This is an optimization exercise on Yosys and OpenROAD, whose aim is small area, a short achievable clock period and few clock cycles, not a production implementation. In this exercise RTL edits were held to simulation tests only and were not proved equivalent to the original. No activity file was given, so power comes from the tool's default toggle rates.

==> flow/design.v <==
package isa_pkg;
    typedef enum logic [6:0] {
        OP_LOAD  = 7'b0000011,
        OP_STORE = 7'b0100011
    } opcode_e;
    typedef enum logic [2:0] {
        F3_B  = 3'b000,
        F3_H  = 3'b001,
        F3_W  = 3'b010,
        F3_BU = 3'b100,
        F3_HU = 3'b101
    } funct3_e;
endpackage
package lsu_pkg;
    typedef enum logic [1:0] {
        SIZE_B = 2'd0,
        SIZE_H = 2'd1,
        SIZE_W = 2'd2
    } acc_size_e;
    typedef struct packed {
        logic                     is_load;
        logic                     is_signed;
        acc_size_e                size;
        logic [8-1:0] addr;
        logic [3:0]               wmask;
        logic [32-1:0]     wdata;
    } lsu_entry_t;
    typedef enum logic {
        ISSUE_IDLE = 1'b0,
        ISSUE_WAIT = 1'b1
    } issue_state_e;
endpackage
module lsu_top (
    input  logic                 clk_i,
    input  logic                 rst_n_i,
    input  logic                 req_i,
    output logic                 ack_o,
    input  logic [32-1:0] inst_i,
    input  logic [32-1:0] rs1_i,
    input  logic [32-1:0] rs2_i,
    output logic                 wb_valid_o,
    output logic [32-1:0] wb_data_o,
    output logic                 fault_o
);
    localparam int AW    = 8;
    localparam int WORDS = 2 ** (AW - 2);
    logic          ack_q;
    logic          fault_q;
    logic          ld_q;
    logic [7:0]    st_hi_q;
    logic [7:0]    lo_q [4];
    logic [7:0]    hi_q;
    logic [3:0]    offd_q;
    logic [2:0]    f3_q;
    logic [31:0]   wdata_q;
    logic          wb_valid_q;
    logic [31:0]   wb_data_q;
    logic          is_load;
    logic          is_store;
    logic [2:0]    funct3;
    logic [AW-1:0] imm;
    logic          f3_ok;
    logic          aligned;
    logic          legal;
    logic          accept;
    logic [7:0]    lo_sel;
    logic [7:0]    hi_sel;
    assign is_load  = inst_i[6:0] == isa_pkg::OP_LOAD;
    assign is_store = inst_i[6:0] == isa_pkg::OP_STORE;
    assign funct3   = inst_i[14:12];
    assign imm = {inst_i[AW+19:25], inst_i[5] ? inst_i[11:7] : inst_i[24:20]};
    function automatic logic [7:0] onehot_sum(input logic [2:0] x, input logic [2:0] y,
                                              input logic c);
        logic [7:0] dx;
        logic [7:0] dy;
        logic [7:0] r;
        dx = 8'b1 << x;
        dy = 8'b1 << y;
        for (int k = 0; k < 8; k++) begin
            r[k] = 1'b0;
            for (int j = 0; j < 8; j++) begin
                r[k] = r[k] | (dx[j] & dy[(k - j) & 7]);
            end
        end
        onehot_sum = c ? {r[6:0], r[7]} : r;
    endfunction
    logic [AW-1:0] a;
    logic [AW-1:0] b;
    logic [AW-1:0] g;
    logic [AW-1:0] p;
    logic          c2;
    logic          c5;
    assign a  = rs1_i[AW-1:0];
    assign b  = imm;
    assign g  = a & b;
    assign p  = a | b;
    assign c2 = g[1] | (p[1] & g[0]);
    assign c5 = g[4] | (p[4] & g[3]) | (p[4] & p[3] & g[2]) | (p[4] & p[3] & p[2] & g[1])
              | (p[4] & p[3] & p[2] & p[1] & g[0]);
    assign lo_sel = onehot_sum(a[4:2], b[4:2], c2);
    assign hi_sel = onehot_sum(a[AW-1:5], b[AW-1:5], c5);
    logic [3:0] offd;
    logic [3:0] da;
    logic [3:0] db;
    logic [3:0] need;
    always_comb begin
        da = 4'b1 << a[1:0];
        db = 4'b1 << b[1:0];
        for (int l = 0; l < 4; l++) begin
            offd[l] = 1'b0;
            for (int j = 0; j < 4; j++) begin
                offd[l] = offd[l] | (da[j] & db[(l - j) & 3]);
            end
        end
        for (int l = 0; l < 4; l++) begin
            case (funct3[1:0])
                2'b00:   need[l] = offd[l];
                2'b01:   need[l] = offd[l & 2];
                default: need[l] = 1'b1;
            endcase
        end
    end
    always_comb begin
        case (funct3)
            3'b000, 3'b001, 3'b010: f3_ok = 1'b1;
            3'b100, 3'b101:         f3_ok = is_load;
            default:                f3_ok = 1'b0;
        endcase
        case (funct3[1:0])
            2'b01:   aligned = a[0] == b[0];
            2'b10:   aligned = (a[0] == b[0]) && (b[1] == (a[1] ^ a[0]));
            default: aligned = 1'b1;
        endcase
    end
    assign legal  = (is_load || is_store) && f3_ok && aligned;
    assign accept = req_i && !ack_q;
    always_ff @(posedge clk_i) begin
        if (!rst_n_i) begin
            ack_q      <= 1'b0;
            fault_q    <= 1'b0;
            ld_q       <= 1'b0;
            st_hi_q    <= '0;
            wb_valid_q <= 1'b0;
        end else begin
            ack_q      <= req_i;
            fault_q    <= accept && !legal;
            ld_q       <= accept && legal && is_load;
            st_hi_q    <= hi_sel & {8{accept && legal && is_store}};
            wb_valid_q <= ld_q;
        end
    end
    always_ff @(posedge clk_i) begin
        for (int l = 0; l < 4; l++) begin
            lo_q[l] <= lo_sel & {8{need[l]}};
        end
        hi_q    <= hi_sel;
        offd_q  <= offd;
        f3_q    <= funct3;
        wdata_q <= rs2_i;
    end
    logic [31:0] wdata;
    always_comb begin
        case (f3_q[1:0])
            2'b00:   wdata = {4{wdata_q[7:0]}};
            2'b01:   wdata = {2{wdata_q[15:0]}};
            default: wdata = wdata_q;
        endcase
    end
    logic [31:0] mem [WORDS];
    for (genvar w = 0; w < WORDS; w++) begin : g_word
        for (genvar b = 0; b < 4; b++) begin : g_byte
            logic we;
            assign we = st_hi_q[w / 8] & lo_q[b][w % 8];
            always_ff @(posedge clk_i) begin
                if (we) begin
                    mem[w][8*b +: 8] <= wdata[8*b +: 8];
                end
            end
        end
    end
    logic [7:0] grpb [8][4];
    logic [7:0] hs0  [4];
    logic [7:0] hs1  [4];
    logic [7:0] hsw;
    logic [7:0] ss1  [4];
    logic [7:0] ss23 [4];
    logic       is_b;
    logic       is_w;
    logic       sgn;
    logic       off_hi;
    logic [7:0] sg1;
    logic [7:0] sg23;
    logic [31:0] ext;
    assign is_b   = f3_q[1:0] == 2'b00;
    assign is_w   = f3_q[1];
    assign sgn    = ~f3_q[2];
    assign off_hi = offd_q[2] | offd_q[3];
    logic [7:0]  tk;
    logic [3:0]  tl;
    logic [31:0] t0;
    logic [23:0] t1;
    logic [15:0] t2;
    logic [15:0] t3;
    always_comb begin
        for (int h = 0; h < 8; h++) begin
            for (int l = 0; l < 4; l++) begin
                for (int i = 0; i < 8; i++) begin
                    for (int k = 0; k < 8; k++) begin
                        tk[k] = mem[h*8+k][8*l+i] & lo_q[l][k];
                    end
                    grpb[h][l][i] = |tk;
                end
            end
        end
        hsw = hi_q & {8{is_w}};
        for (int l = 0; l < 4; l++) begin
            hs0[l]  = hi_q & {8{offd_q[l]}};
            hs1[l]  = (l == 1) ? hi_q & {8{~off_hi & ~is_b}} :
                      (l == 3) ? hi_q & {8{off_hi & ~is_b}} : 8'h00;
            ss1[l]  = hs0[l] & {8{sgn & is_b}};
            ss23[l] = is_b ? hs0[l] & {8{sgn}} :
                      ((l == 1) ? hi_q & {8{~off_hi & sgn & ~is_w}} :
                       (l == 3) ? hi_q & {8{off_hi & sgn & ~is_w}} : 8'h00);
        end
        for (int h = 0; h < 8; h++) begin
            for (int l = 0; l < 4; l++) begin
                tl[l] = grpb[h][l][7] & ss1[l][h];
            end
            sg1[h] = |tl;
            for (int l = 0; l < 4; l++) begin
                tl[l] = grpb[h][l][7] & ss23[l][h];
            end
            sg23[h] = |tl;
        end
        for (int i = 0; i < 8; i++) begin
            for (int h = 0; h < 8; h++) begin
                for (int l = 0; l < 4; l++) begin
                    t0[h*4+l] = grpb[h][l][i] & hs0[l][h];
                end
                t1[h*3]   = grpb[h][1][i] & hs1[1][h];
                t1[h*3+1] = grpb[h][3][i] & hs1[3][h];
                t1[h*3+2] = sg1[h];
                t2[h*2]   = grpb[h][2][i] & hsw[h];
                t2[h*2+1] = sg23[h];
                t3[h*2]   = grpb[h][3][i] & hsw[h];
                t3[h*2+1] = sg23[h];
            end
            ext[i]      = |t0;
            ext[8 + i]  = |t1;
            ext[16 + i] = |t2;
            ext[24 + i] = |t3;
        end
    end
    always_ff @(posedge clk_i) begin
        wb_data_q <= ext;
    end
    assign ack_o      = ack_q;
    assign fault_o    = fault_q;
    assign wb_valid_o = wb_valid_q;
    assign wb_data_o  = wb_data_q;
endmodule
Settings: LEC_CHECK=0, ABC_AREA=1, CAP_MARGIN=20, CORE_MARGIN=2, CORE_UTILIZATION=40, CTS_CLUSTER_DIAMETER=100, CTS_CLUSTER_SIZE=25, SETUP_SLACK_MARGIN=2.5, SLEW_MARGIN=20; clock period 5.0 ns.
run.sh (not shown) runs the stock make flow with config.mk's settings and CLKGATE_MAP_FILE= SYNTH_SCRIPT=/design/flow/synth_recipe.tcl, a recipe that flattens the netlist after the stock synthesis.
Testbench counts at the start, summed over its fixed seeds: cycles 32,000.
==> next run, changes <==
Settings changed: CTS_CLUSTER_DIAMETER 100 to default, CTS_CLUSTER_SIZE 25 to default, SETUP_SLACK_MARGIN 2.5 to 2.6.
After rerunning: The changed run went through all stages and came out clean. Design area is higher by a few percent. Routed wire length is higher by a few percent. Worst setup slack is better by 0.098 ns. Via count is higher slightly.
==> next run, changes <==
Settings changed: SETUP_SLACK_MARGIN 2.6 to 2.9.
- The new run passed the timing, design-rule and antenna checks
- via count rises by 4.2%
- worst hold slack gains 0.066 ns
- first-iteration DRC count rises by about 12%
- non-clock buffer count rises by 185
- count of clock-buffer cells in the layout rises by 7
- final area rises by 5.4%
- synthesized cell count is unchanged
- fmax falls by about 1.1%
- power rises by about 5.3%
- combinational power rises by about 26%
==> next run, changes <==
Settings changed: CTS_CLUSTER_DIAMETER from default to 100, CTS_CLUSTER_SIZE from default to 25, SETUP_SLACK_MARGIN 2.9 to 2.6, TNS_END_PERCENT from default to 10.
Outcome: The changed run finished clean; clock skew went up by 0.0055 ns; worst setup slack is worse by 0.080 ns; via count falls by 5.6%; combinational power decreases by 22%; flip-flop and latch count does not change; non-clock buffer count decreases by 171.

[port drivers added, routing unchanged]
How much do the figures lean on ideal ports? The routed layouts below were timed once more, with nothing changed but the port constraints. Step 1: set_driving_cell puts a clkbuf_16 on clk_i and a buf_2 on each other input, an assumption about the parent block. Step 2, shift: input delay + t, output delay - t, t = (earliest + latest rising clock arrival at the registers) / 2. This alone moves slack from input paths to output paths. Three values: ideal, step 1, step 2; two values: the first two.
run | t (ns) | slack for setup (ns) | cell pins on the clock port's net
the first run | 0.869 | 2.510 / 2.465 / 1.771 | 1
the second run | 0.923 | 2.608 / 2.535 / 1.886 | 1
the third run | 0.950 | 2.581 / 2.500 / 2.033 | 1
the fourth run | 0.863 | 2.500 / 2.414 / 1.748 | 1
After both steps setup and hold are still met in every run listed. For the fourth run, which loses most, drivers alone change the setup slack by -0.086 ns; drivers and shift together by -0.752 ns.
